This design comes from an exercise in tuning for small area, a short achievable clock period and few clock cycles per item on the open sky130 flow, not from production work. The RTL was checked by simulation tests, not by an equivalence proof against the original design. No activity file was given, so power comes from the tool's default toggle rates.

==> run C <==
Design positional_list_engine_core, start of the top module:
module positional_list_engine_core #(
  parameter int CAPACITY   = plec_pkg::CAPACITY_DEF,
  parameter int ENTRY_BITS = plec_pkg::ENTRY_BITS_DEF
) (
  input  logic                              clk_i,
  input  logic                              rst_ni,
  input  logic                              req_valid_i,
  output logic                              req_ready_o,
  input  logic [plec_pkg::OP_BITS-1:0]      req_op_i,
  input  logic [plec_pkg::INDEX_BITS-1:0]   req_index_i,
  input  logic [plec_pkg::INDEX_BITS-1:0]   req_index_b_i,
  input  logic [plec_pkg::VALUE_BITS-1:0]   req_entry_value_i,
  output logic                              rsp_valid_o,
  input  logic                              rsp_ready_i,
  output logic [plec_pkg::VALUE_BITS-1:0]   rsp_read_value_o,
  output logic [plec_pkg::COUNT_BITS-1:0]   rsp_entry_count_o,
  output logic [plec_pkg::STATUS_BITS-1:0]  rsp_status_o
);
Settings: LEC_CHECK=0, CAP_MARGIN=20, CORE_MARGIN=2, CORE_UTILIZATION=45, CTS_CLUSTER_DIAMETER=80, CTS_CLUSTER_SIZE=20, PLACE_DENSITY=0.55, SETUP_SLACK_MARGIN=4.5, SLEW_MARGIN=20, SYNTH_HIERARCHICAL=1; clock period 7.5 ns.
run.sh (not shown) runs the stock make flow with config.mk's settings and CLKGATE_MAP_FILE= SYNTH_SCRIPT=/design/flow/synth_recipe.tcl, a recipe that flattens the netlist after the stock synthesis.
==> inputs of run M, as changes to run C <==
--- a/flow/design.v
+++ b/flow/design.v
@@ -161,39 +161,40 @@
   output logic [plec_pkg::STATUS_BITS-1:0]  rsp_status_o
 );
   localparam int W  = ENTRY_BITS;
   localparam int RW = plec_pkg::VALUE_BITS + 7 + plec_pkg::STATUS_BITS;
   logic       rv_q, rdy_q;
-  logic       ins_q, app_q, rem_q, rd_q, swp_q;
+  logic       swp_q;
   logic [1:0] st_q;                        
   logic [7:0] gt_ah_q;                     
   logic [7:0] eq_ah_q [2];                 
   logic [7:0] gt_al_q;                     
   logic [7:0] eq_bh_q [2];                 
   logic [W-1:0] wv_q;
   logic [6:0] count_q, count_d;
   logic       inc_q, dec_q;                
+  logic       f_xa_q, f_xc_q, f_y_q, f_p_q, f_n_q, f_rd_q;
   logic          v0_q, v1_q, v2_q;
   logic [RW-1:0] d0_q;
   logic [W+1:0]  d1_q;    
   logic [W+3:0]  d2_q;    
   logic          fire, pop;
   logic          rv_d, v0_d, v1_d;
   logic          inc, dec;
   assign fire        = rv_q;
   assign pop         = v0_q & rsp_ready_i;
   assign req_ready_o = rdy_q;
-  assign inc = fire & inc_q;
-  assign dec = fire & dec_q;
+  assign inc = inc_q;      
+  assign dec = dec_q;
   assign count_d = inc ? count_q + 7'd1 : (dec ? count_q - 7'd1 : count_q);
   logic       n_ins, n_app, n_rem, n_rd, n_swp;
   logic [7:0] n_eq_ah, n_gt_ah, n_eq_al, n_gt_al, n_eq_bh, n_eq_bl;
   logic [6:0] count_m;
   logic [7:0] c_eq_h, c_gt_h, c_eq_l, c_gt_l, m_eq_h, m_eq_l;
   logic       c_full, c_63, d_full;
   logic       a_lt, a_eq, a_eqm, b_lt, b_eq, b_eqm;
-  logic       a_in, b_in, a_ok, b_ok;
+  logic       a_in, b_in, b_ok;
   logic [1:0] n_st;
   assign n_ins = (req_op_i == plec_pkg::OP_INSERT);
   assign n_app = (req_op_i == plec_pkg::OP_APPEND);
   assign n_rem = (req_op_i == plec_pkg::OP_REMOVE);
   assign n_rd  = (req_op_i == plec_pkg::OP_READ);
@@ -224,25 +225,26 @@
   assign b_eq  = (|(n_eq_bh & c_eq_h)) & (|(n_eq_bl & c_eq_l));
   assign b_eqm = (|(n_eq_bh & m_eq_h)) & (|(n_eq_bl & m_eq_l));
   assign a_in   = inc ? (a_lt | a_eq) : (dec ? (a_lt & ~a_eqm) : a_lt);
   assign b_in   = inc ? (b_lt | b_eq) : (dec ? (b_lt & ~b_eqm) : b_lt);
   assign d_full = inc ? c_63 : (~dec & c_full);
-  assign a_ok = (n_ins & a_in & ~d_full) | ((n_rem | n_rd) & a_in) | (n_swp & a_in & b_in);
   assign b_ok = n_swp & a_in & b_in;
   assign n_st[0] = ((n_ins | n_rem | n_rd) & ~a_in) | (n_swp & ~(a_in & b_in));
   assign n_st[1] = (n_ins & a_in & d_full) | (n_app & d_full);
   always_ff @(posedge clk_i) begin
     begin
-      ins_q   <= n_ins;
-      app_q   <= n_app;
-      rem_q   <= n_rem;
-      rd_q    <= n_rd;
       swp_q   <= n_swp;
       st_q    <= n_st;
-      inc_q   <= (n_ins & a_in & ~d_full) | (n_app & ~d_full);
-      dec_q   <= n_rem & a_in;
-      gt_ah_q <= n_gt_ah & {8{a_ok}};
+      inc_q   <= rv_d & ((n_ins & a_in & ~d_full) | (n_app & ~d_full));
+      dec_q   <= rv_d & n_rem & a_in;
+      f_xa_q  <= rv_d & ((n_ins & a_in & ~d_full) | b_ok);
+      f_xc_q  <= rv_d & n_app & ~d_full;
+      f_y_q   <= rv_d & b_ok;
+      f_p_q   <= rv_d & n_ins & a_in & ~d_full;
+      f_n_q   <= rv_d & n_rem & a_in;
+      f_rd_q  <= (n_rd | n_rem) & a_in;
+      gt_ah_q <= n_gt_ah;
       gt_al_q <= n_gt_al;
       wv_q    <= req_entry_value_i;
     end
   end
   logic [7:0] eq_ch, eq_cl;
@@ -253,17 +255,17 @@
     end
   end
   logic [7:0] r_xa, r_xc, r_y, r_pg, r_pe, r_ng, r_ne;
   always_comb begin
     for (int r = 0; r < 8; r++) begin
-      r_xa[r] = fire & (ins_q | swp_q) & eq_ah_q[r/4][r];
-      r_xc[r] = fire & app_q & eq_ch[r];
-      r_y[r]  = fire & eq_bh_q[r/4][r];
-      r_pg[r] = fire & ins_q & gt_ah_q[r];
-      r_pe[r] = fire & ins_q & eq_ah_q[r/4][r];
-      r_ng[r] = fire & rem_q & gt_ah_q[r];
-      r_ne[r] = fire & rem_q & eq_ah_q[r/4][r];
+      r_xa[r] = f_xa_q & eq_ah_q[r/4][r];
+      r_xc[r] = f_xc_q & eq_ch[r];
+      r_y[r]  = f_y_q & eq_bh_q[r/4][r];
+      r_pg[r] = f_p_q & gt_ah_q[r];
+      r_pe[r] = f_p_q & eq_ah_q[r/4][r];
+      r_ng[r] = f_n_q & gt_ah_q[r];
+      r_ne[r] = f_n_q & eq_ah_q[r/4][r];
     end
   end
   logic [W-1:0] q [CAPACITY];
   logic [CAPACITY*W-1:0] q_flat;
   logic [W-1:0] val_a;
@@ -272,15 +274,15 @@
   logic [31:0]  cols_a, cols_b;
   for (genvar i = 0; i < CAPACITY; i++) begin : g_flat
     assign q_flat[i*W +: W] = q[i];
   end
   plec_rdport #(.W(W), .EXTRA(1'b0)) u_rd_a (
-    .clk_i(clk_i), .col_d_i(n_eq_al), .row_d_i(n_eq_ah & {8{a_ok}}),
+    .clk_i(clk_i), .col_d_i(n_eq_al), .row_d_i(n_eq_ah),
     .extra_sel_i(1'b0), .extra_i('0),
     .data_i(q_flat), .val_o(val_a2), .col_o(cols_a), .row_o(rows_a));
   plec_rdport #(.W(W), .EXTRA(1'b1)) u_rd_b (
-    .clk_i(clk_i), .col_d_i(n_eq_bl), .row_d_i(n_eq_bh & {8{b_ok}}),
+    .clk_i(clk_i), .col_d_i(n_eq_bl), .row_d_i(n_eq_bh & {8{n_swp}}),
     .extra_sel_i(~swp_q), .extra_i(wv_q),
     .data_i(q_flat), .val_o(x_bus2), .col_o(cols_b), .row_o(rows_b));
   assign eq_ah_q[0] = rows_a[7:0];
   assign eq_ah_q[1] = rows_a[15:8];
   assign eq_bh_q[0] = rows_b[7:0];
@@ -311,11 +313,11 @@
       .q_o    (q[i])
     );
   end
   logic [RW-1:0] rsp_new;
   logic [W-1:0]  rd_value;
-  assign rd_value = (rd_q | rem_q) ? val_a : '0;
+  assign rd_value = f_rd_q ? val_a : '0;
   assign rsp_new  = {rd_value, count_d, st_q};
   logic vs0, vs1, vs2, v2_d;
   logic [6:0] cnt1;
   assign vs0  = pop ? v1_q : v0_q;
   assign vs1  = pop ? v2_q : v1_q;
CTS_CLUSTER_DIAMETER = 100   (was 80)
CTS_CLUSTER_SIZE = 22   (was 20)
SETUP_SLACK_MARGIN = 4.9   (was 4.5)
==> inputs of run F, as changes to run C <==
--- a/flow/design.v
+++ b/flow/design.v
@@ -161,39 +161,40 @@
   output logic [plec_pkg::STATUS_BITS-1:0]  rsp_status_o
 );
   localparam int W  = ENTRY_BITS;
   localparam int RW = plec_pkg::VALUE_BITS + 7 + plec_pkg::STATUS_BITS;
   logic       rv_q, rdy_q;
-  logic       ins_q, app_q, rem_q, rd_q, swp_q;
+  logic       swp_q;
   logic [1:0] st_q;                        
   logic [7:0] gt_ah_q;                     
   logic [7:0] eq_ah_q [2];                 
   logic [7:0] gt_al_q;                     
   logic [7:0] eq_bh_q [2];                 
   logic [W-1:0] wv_q;
   logic [6:0] count_q, count_d;
   logic       inc_q, dec_q;                
+  logic       f_xa_q, f_xc_q, f_y_q, f_p_q, f_n_q, f_rd_q;
   logic          v0_q, v1_q, v2_q;
   logic [RW-1:0] d0_q;
   logic [W+1:0]  d1_q;    
   logic [W+3:0]  d2_q;    
   logic          fire, pop;
   logic          rv_d, v0_d, v1_d;
   logic          inc, dec;
   assign fire        = rv_q;
   assign pop         = v0_q & rsp_ready_i;
   assign req_ready_o = rdy_q;
-  assign inc = fire & inc_q;
-  assign dec = fire & dec_q;
+  assign inc = inc_q;      
+  assign dec = dec_q;
   assign count_d = inc ? count_q + 7'd1 : (dec ? count_q - 7'd1 : count_q);
   logic       n_ins, n_app, n_rem, n_rd, n_swp;
   logic [7:0] n_eq_ah, n_gt_ah, n_eq_al, n_gt_al, n_eq_bh, n_eq_bl;
   logic [6:0] count_m;
   logic [7:0] c_eq_h, c_gt_h, c_eq_l, c_gt_l, m_eq_h, m_eq_l;
   logic       c_full, c_63, d_full;
   logic       a_lt, a_eq, a_eqm, b_lt, b_eq, b_eqm;
-  logic       a_in, b_in, a_ok, b_ok;
+  logic       a_in, b_in, b_ok;
   logic [1:0] n_st;
   assign n_ins = (req_op_i == plec_pkg::OP_INSERT);
   assign n_app = (req_op_i == plec_pkg::OP_APPEND);
   assign n_rem = (req_op_i == plec_pkg::OP_REMOVE);
   assign n_rd  = (req_op_i == plec_pkg::OP_READ);
@@ -224,25 +225,26 @@
   assign b_eq  = (|(n_eq_bh & c_eq_h)) & (|(n_eq_bl & c_eq_l));
   assign b_eqm = (|(n_eq_bh & m_eq_h)) & (|(n_eq_bl & m_eq_l));
   assign a_in   = inc ? (a_lt | a_eq) : (dec ? (a_lt & ~a_eqm) : a_lt);
   assign b_in   = inc ? (b_lt | b_eq) : (dec ? (b_lt & ~b_eqm) : b_lt);
   assign d_full = inc ? c_63 : (~dec & c_full);
-  assign a_ok = (n_ins & a_in & ~d_full) | ((n_rem | n_rd) & a_in) | (n_swp & a_in & b_in);
   assign b_ok = n_swp & a_in & b_in;
   assign n_st[0] = ((n_ins | n_rem | n_rd) & ~a_in) | (n_swp & ~(a_in & b_in));
   assign n_st[1] = (n_ins & a_in & d_full) | (n_app & d_full);
   always_ff @(posedge clk_i) begin
     begin
-      ins_q   <= n_ins;
-      app_q   <= n_app;
-      rem_q   <= n_rem;
-      rd_q    <= n_rd;
       swp_q   <= n_swp;
       st_q    <= n_st;
-      inc_q   <= (n_ins & a_in & ~d_full) | (n_app & ~d_full);
-      dec_q   <= n_rem & a_in;
-      gt_ah_q <= n_gt_ah & {8{a_ok}};
+      inc_q   <= rv_d & ((n_ins & a_in & ~d_full) | (n_app & ~d_full));
+      dec_q   <= rv_d & n_rem & a_in;
+      f_xa_q  <= rv_d & ((n_ins & a_in & ~d_full) | b_ok);
+      f_xc_q  <= rv_d & n_app & ~d_full;
+      f_y_q   <= rv_d & b_ok;
+      f_p_q   <= rv_d & n_ins & a_in & ~d_full;
+      f_n_q   <= rv_d & n_rem & a_in;
+      f_rd_q  <= (n_rd | n_rem) & a_in;
+      gt_ah_q <= n_gt_ah;
       gt_al_q <= n_gt_al;
       wv_q    <= req_entry_value_i;
     end
   end
   logic [7:0] eq_ch, eq_cl;
@@ -253,17 +255,17 @@
     end
   end
   logic [7:0] r_xa, r_xc, r_y, r_pg, r_pe, r_ng, r_ne;
   always_comb begin
     for (int r = 0; r < 8; r++) begin
-      r_xa[r] = fire & (ins_q | swp_q) & eq_ah_q[r/4][r];
-      r_xc[r] = fire & app_q & eq_ch[r];
-      r_y[r]  = fire & eq_bh_q[r/4][r];
-      r_pg[r] = fire & ins_q & gt_ah_q[r];
-      r_pe[r] = fire & ins_q & eq_ah_q[r/4][r];
-      r_ng[r] = fire & rem_q & gt_ah_q[r];
-      r_ne[r] = fire & rem_q & eq_ah_q[r/4][r];
+      r_xa[r] = f_xa_q & eq_ah_q[r/4][r];
+      r_xc[r] = f_xc_q & eq_ch[r];
+      r_y[r]  = f_y_q & eq_bh_q[r/4][r];
+      r_pg[r] = f_p_q & gt_ah_q[r];
+      r_pe[r] = f_p_q & eq_ah_q[r/4][r];
+      r_ng[r] = f_n_q & gt_ah_q[r];
+      r_ne[r] = f_n_q & eq_ah_q[r/4][r];
     end
   end
   logic [W-1:0] q [CAPACITY];
   logic [CAPACITY*W-1:0] q_flat;
   logic [W-1:0] val_a;
@@ -272,15 +274,15 @@
   logic [31:0]  cols_a, cols_b;
   for (genvar i = 0; i < CAPACITY; i++) begin : g_flat
     assign q_flat[i*W +: W] = q[i];
   end
   plec_rdport #(.W(W), .EXTRA(1'b0)) u_rd_a (
-    .clk_i(clk_i), .col_d_i(n_eq_al), .row_d_i(n_eq_ah & {8{a_ok}}),
+    .clk_i(clk_i), .col_d_i(n_eq_al), .row_d_i(n_eq_ah),
     .extra_sel_i(1'b0), .extra_i('0),
     .data_i(q_flat), .val_o(val_a2), .col_o(cols_a), .row_o(rows_a));
   plec_rdport #(.W(W), .EXTRA(1'b1)) u_rd_b (
-    .clk_i(clk_i), .col_d_i(n_eq_bl), .row_d_i(n_eq_bh & {8{b_ok}}),
+    .clk_i(clk_i), .col_d_i(n_eq_bl), .row_d_i(n_eq_bh & {8{n_swp}}),
     .extra_sel_i(~swp_q), .extra_i(wv_q),
     .data_i(q_flat), .val_o(x_bus2), .col_o(cols_b), .row_o(rows_b));
   assign eq_ah_q[0] = rows_a[7:0];
   assign eq_ah_q[1] = rows_a[15:8];
   assign eq_bh_q[0] = rows_b[7:0];
@@ -311,11 +313,11 @@
       .q_o    (q[i])
     );
   end
   logic [RW-1:0] rsp_new;
   logic [W-1:0]  rd_value;
-  assign rd_value = (rd_q | rem_q) ? val_a : '0;
+  assign rd_value = f_rd_q ? val_a : '0;
   assign rsp_new  = {rd_value, count_d, st_q};
   logic vs0, vs1, vs2, v2_d;
   logic [6:0] cnt1;
   assign vs0  = pop ? v1_q : v0_q;
   assign vs1  = pop ? v2_q : v1_q;
SETUP_SLACK_MARGIN = 5.0   (was 4.5)
==> inputs of run G, as changes to run C <==
--- a/flow/design.v
+++ b/flow/design.v
@@ -161,39 +161,40 @@
   output logic [plec_pkg::STATUS_BITS-1:0]  rsp_status_o
 );
   localparam int W  = ENTRY_BITS;
   localparam int RW = plec_pkg::VALUE_BITS + 7 + plec_pkg::STATUS_BITS;
   logic       rv_q, rdy_q;
-  logic       ins_q, app_q, rem_q, rd_q, swp_q;
+  logic       swp_q;
   logic [1:0] st_q;                        
   logic [7:0] gt_ah_q;                     
   logic [7:0] eq_ah_q [2];                 
   logic [7:0] gt_al_q;                     
   logic [7:0] eq_bh_q [2];                 
   logic [W-1:0] wv_q;
   logic [6:0] count_q, count_d;
   logic       inc_q, dec_q;                
+  logic       f_xa_q, f_xc_q, f_y_q, f_p_q, f_n_q, f_rd_q;
   logic          v0_q, v1_q, v2_q;
   logic [RW-1:0] d0_q;
   logic [W+1:0]  d1_q;    
   logic [W+3:0]  d2_q;    
   logic          fire, pop;
   logic          rv_d, v0_d, v1_d;
   logic          inc, dec;
   assign fire        = rv_q;
   assign pop         = v0_q & rsp_ready_i;
   assign req_ready_o = rdy_q;
-  assign inc = fire & inc_q;
-  assign dec = fire & dec_q;
+  assign inc = inc_q;      
+  assign dec = dec_q;
   assign count_d = inc ? count_q + 7'd1 : (dec ? count_q - 7'd1 : count_q);
   logic       n_ins, n_app, n_rem, n_rd, n_swp;
   logic [7:0] n_eq_ah, n_gt_ah, n_eq_al, n_gt_al, n_eq_bh, n_eq_bl;
   logic [6:0] count_m;
   logic [7:0] c_eq_h, c_gt_h, c_eq_l, c_gt_l, m_eq_h, m_eq_l;
   logic       c_full, c_63, d_full;
   logic       a_lt, a_eq, a_eqm, b_lt, b_eq, b_eqm;
-  logic       a_in, b_in, a_ok, b_ok;
+  logic       a_in, b_in, b_ok;
   logic [1:0] n_st;
   assign n_ins = (req_op_i == plec_pkg::OP_INSERT);
   assign n_app = (req_op_i == plec_pkg::OP_APPEND);
   assign n_rem = (req_op_i == plec_pkg::OP_REMOVE);
   assign n_rd  = (req_op_i == plec_pkg::OP_READ);
@@ -224,25 +225,26 @@
   assign b_eq  = (|(n_eq_bh & c_eq_h)) & (|(n_eq_bl & c_eq_l));
   assign b_eqm = (|(n_eq_bh & m_eq_h)) & (|(n_eq_bl & m_eq_l));
   assign a_in   = inc ? (a_lt | a_eq) : (dec ? (a_lt & ~a_eqm) : a_lt);
   assign b_in   = inc ? (b_lt | b_eq) : (dec ? (b_lt & ~b_eqm) : b_lt);
   assign d_full = inc ? c_63 : (~dec & c_full);
-  assign a_ok = (n_ins & a_in & ~d_full) | ((n_rem | n_rd) & a_in) | (n_swp & a_in & b_in);
   assign b_ok = n_swp & a_in & b_in;
   assign n_st[0] = ((n_ins | n_rem | n_rd) & ~a_in) | (n_swp & ~(a_in & b_in));
   assign n_st[1] = (n_ins & a_in & d_full) | (n_app & d_full);
   always_ff @(posedge clk_i) begin
     begin
-      ins_q   <= n_ins;
-      app_q   <= n_app;
-      rem_q   <= n_rem;
-      rd_q    <= n_rd;
       swp_q   <= n_swp;
       st_q    <= n_st;
-      inc_q   <= (n_ins & a_in & ~d_full) | (n_app & ~d_full);
-      dec_q   <= n_rem & a_in;
-      gt_ah_q <= n_gt_ah & {8{a_ok}};
+      inc_q   <= rv_d & ((n_ins & a_in & ~d_full) | (n_app & ~d_full));
+      dec_q   <= rv_d & n_rem & a_in;
+      f_xa_q  <= rv_d & ((n_ins & a_in & ~d_full) | b_ok);
+      f_xc_q  <= rv_d & n_app & ~d_full;
+      f_y_q   <= rv_d & b_ok;
+      f_p_q   <= rv_d & n_ins & a_in & ~d_full;
+      f_n_q   <= rv_d & n_rem & a_in;
+      f_rd_q  <= (n_rd | n_rem) & a_in;
+      gt_ah_q <= n_gt_ah;
       gt_al_q <= n_gt_al;
       wv_q    <= req_entry_value_i;
     end
   end
   logic [7:0] eq_ch, eq_cl;
@@ -253,17 +255,17 @@
     end
   end
   logic [7:0] r_xa, r_xc, r_y, r_pg, r_pe, r_ng, r_ne;
   always_comb begin
     for (int r = 0; r < 8; r++) begin
-      r_xa[r] = fire & (ins_q | swp_q) & eq_ah_q[r/4][r];
-      r_xc[r] = fire & app_q & eq_ch[r];
-      r_y[r]  = fire & eq_bh_q[r/4][r];
-      r_pg[r] = fire & ins_q & gt_ah_q[r];
-      r_pe[r] = fire & ins_q & eq_ah_q[r/4][r];
-      r_ng[r] = fire & rem_q & gt_ah_q[r];
-      r_ne[r] = fire & rem_q & eq_ah_q[r/4][r];
+      r_xa[r] = f_xa_q & eq_ah_q[r/4][r];
+      r_xc[r] = f_xc_q & eq_ch[r];
+      r_y[r]  = f_y_q & eq_bh_q[r/4][r];
+      r_pg[r] = f_p_q & gt_ah_q[r];
+      r_pe[r] = f_p_q & eq_ah_q[r/4][r];
+      r_ng[r] = f_n_q & gt_ah_q[r];
+      r_ne[r] = f_n_q & eq_ah_q[r/4][r];
     end
   end
   logic [W-1:0] q [CAPACITY];
   logic [CAPACITY*W-1:0] q_flat;
   logic [W-1:0] val_a;
@@ -272,15 +274,15 @@
   logic [31:0]  cols_a, cols_b;
   for (genvar i = 0; i < CAPACITY; i++) begin : g_flat
     assign q_flat[i*W +: W] = q[i];
   end
   plec_rdport #(.W(W), .EXTRA(1'b0)) u_rd_a (
-    .clk_i(clk_i), .col_d_i(n_eq_al), .row_d_i(n_eq_ah & {8{a_ok}}),
+    .clk_i(clk_i), .col_d_i(n_eq_al), .row_d_i(n_eq_ah),
     .extra_sel_i(1'b0), .extra_i('0),
     .data_i(q_flat), .val_o(val_a2), .col_o(cols_a), .row_o(rows_a));
   plec_rdport #(.W(W), .EXTRA(1'b1)) u_rd_b (
-    .clk_i(clk_i), .col_d_i(n_eq_bl), .row_d_i(n_eq_bh & {8{b_ok}}),
+    .clk_i(clk_i), .col_d_i(n_eq_bl), .row_d_i(n_eq_bh & {8{n_swp}}),
     .extra_sel_i(~swp_q), .extra_i(wv_q),
     .data_i(q_flat), .val_o(x_bus2), .col_o(cols_b), .row_o(rows_b));
   assign eq_ah_q[0] = rows_a[7:0];
   assign eq_ah_q[1] = rows_a[15:8];
   assign eq_bh_q[0] = rows_b[7:0];
@@ -311,11 +313,11 @@
       .q_o    (q[i])
     );
   end
   logic [RW-1:0] rsp_new;
   logic [W-1:0]  rd_value;
-  assign rd_value = (rd_q | rem_q) ? val_a : '0;
+  assign rd_value = f_rd_q ? val_a : '0;
   assign rsp_new  = {rd_value, count_d, st_q};
   logic vs0, vs1, vs2, v2_d;
   logic [6:0] cnt1;
   assign vs0  = pop ? v1_q : v0_q;
   assign vs1  = pop ? v2_q : v1_q;
CTS_CLUSTER_DIAMETER = 100   (was 80)
CTS_CLUSTER_SIZE = 22   (was 20)
SETUP_SLACK_MARGIN = 4.65   (was 4.5)
==> summary of the runs <==
Run G produced a clean layout. Run M completed with no timing, DRC or antenna violations. Run C completed without violations. Run F ran to the end with no violations. The highest final area belongs to run F, the lowest to run G. Power: run F > run C > run M > run G. In run F the utilization is higher than in run M, by 0.70 points. The lowest global-route usage belongs to run G, the highest to run M. Sequential share of layout area: run G is higher than run C (0.85 points). Against run G, the first-iteration DRC count of run M is higher by about 8%. The highest count of clock-buffer cells in the layout belongs to run C, the lowest to run G. Hold slack: run M < run F < run G < run C.
==> figures <==
| metric | run F | run M | run G | run C |
|---|---|---|---|---|
| Run status | no timing/DRC/antenna violations | no timing/DRC/antenna violations | no timing/DRC/antenna violations | no timing/DRC/antenna violations |
| Detail Route met2 WL | 86000 um | 88460 um | 83020 um | 83670 um |
| Highest clock frequency the design can meet | 347.0 MHz | 357.6 MHz | 339.3 MHz | 323.5 MHz |
| FFs & Latches | 693 | 693 | 693 | 692 |
| Critical register-to-register path startpoint | u_rd_b.g_grp[2].u_col_q.q_o[2] | u_rd_b.g_grp[0].u_col_q.q_o[2] | u_rd_a.g_grp[2].u_col_q.q_o[4] | count_q[1] |
| R2r setup slk | 4.62 ns | 4.76 ns | 4.55 ns | 4.41 ns |
| Sum of met3 wire segment lengths after detailed routing | 37290 um | 39600 um | 33180 um | 34950 um |
| Non-clock buffering overhead in the final layout | 9.388% | 8.753% | 5.038% | 5.504% |
| Total number of clock tree sinks | 693 | 693 | 693 | 692 |
| Power attributed to the clock group | 2840 uW | 2440 uW | 2310 uW | 2670 uW |
| Placer's final routability congestion estimate | 1.030 | 1.007 | 0.9978 | 1.023 |
| Total die area | 0.08477 mm2 | 0.08477 mm2 | 0.08477 mm2 | 0.08467 mm2 |
| Power drawn by the sequential cells | 4300 uW | 4350 uW | 4290 uW | 4360 uW |
| Worst setup path endpoint | g_cell[18].u_cell.g_bit[6].u_bit.q_o | req_ready_o | g_cell[44].u_cell.g_bit[2].u_bit.q_o | u_rd_b.g_half[0].u_row_q.q_o[6] |
| Drt first-iter violations | 12570 | 12300 | 11410 | 11550 |
| Sequential portion of the cell area | 31.51% | 32.03% | 34.15% | 33.30% |
| Share of post-route cells with drive strength above 1 | 16.72% | 17.23% | 10.95% | 14.68% |
| Final standard cell area without fillers | 0.04571 mm2 | 0.04514 mm2 | 0.04212 mm2 | 0.04306 mm2 |
Testbench counts of run C, summed over its fixed seeds: cycles 16,016, items 16,000.
Testbench counts of run M, summed over its fixed seeds: cycles 16,016, items 16,000.
Testbench counts of run F, summed over its fixed seeds: cycles 16,016, items 16,000.
Testbench counts of run G, summed over its fixed seeds: cycles 16,016, items 16,000.

[separate check: timing with driven ports]
The flow's constraints put no driver on any port. The routed layouts listed below were extracted and timed again, unchanged, in two steps.
Step 1, drivers: a clkbuf_16 drives clk_i and a buf_2 each remaining input, both assumed.
Step 2, shift: input delay + t, output delay - t, t = (earliest + latest rising clock arrival at the registers) / 2. This alone moves slack from input paths to output paths.
a / b / c = ideal / step 1 / step 2; a / b = the first two.
run | shift t [ns] | setup WS [ns] | pins driven straight from the clock port
run C | 0.720 | 4.409 / 4.409 / 3.726 | 1
run M | 0.706 | 4.704 / 4.631 / 4.239 | 1
run F | 0.709 | 4.618 / 4.618 / 4.151 | 1
run G | 0.697 | 4.553 / 4.553 / 4.028 | 1
After both steps setup and hold are still met in every run listed. The setup slack of run C, which loses most, moves by 0.000 ns with the drivers and by -0.683 ns with both steps.
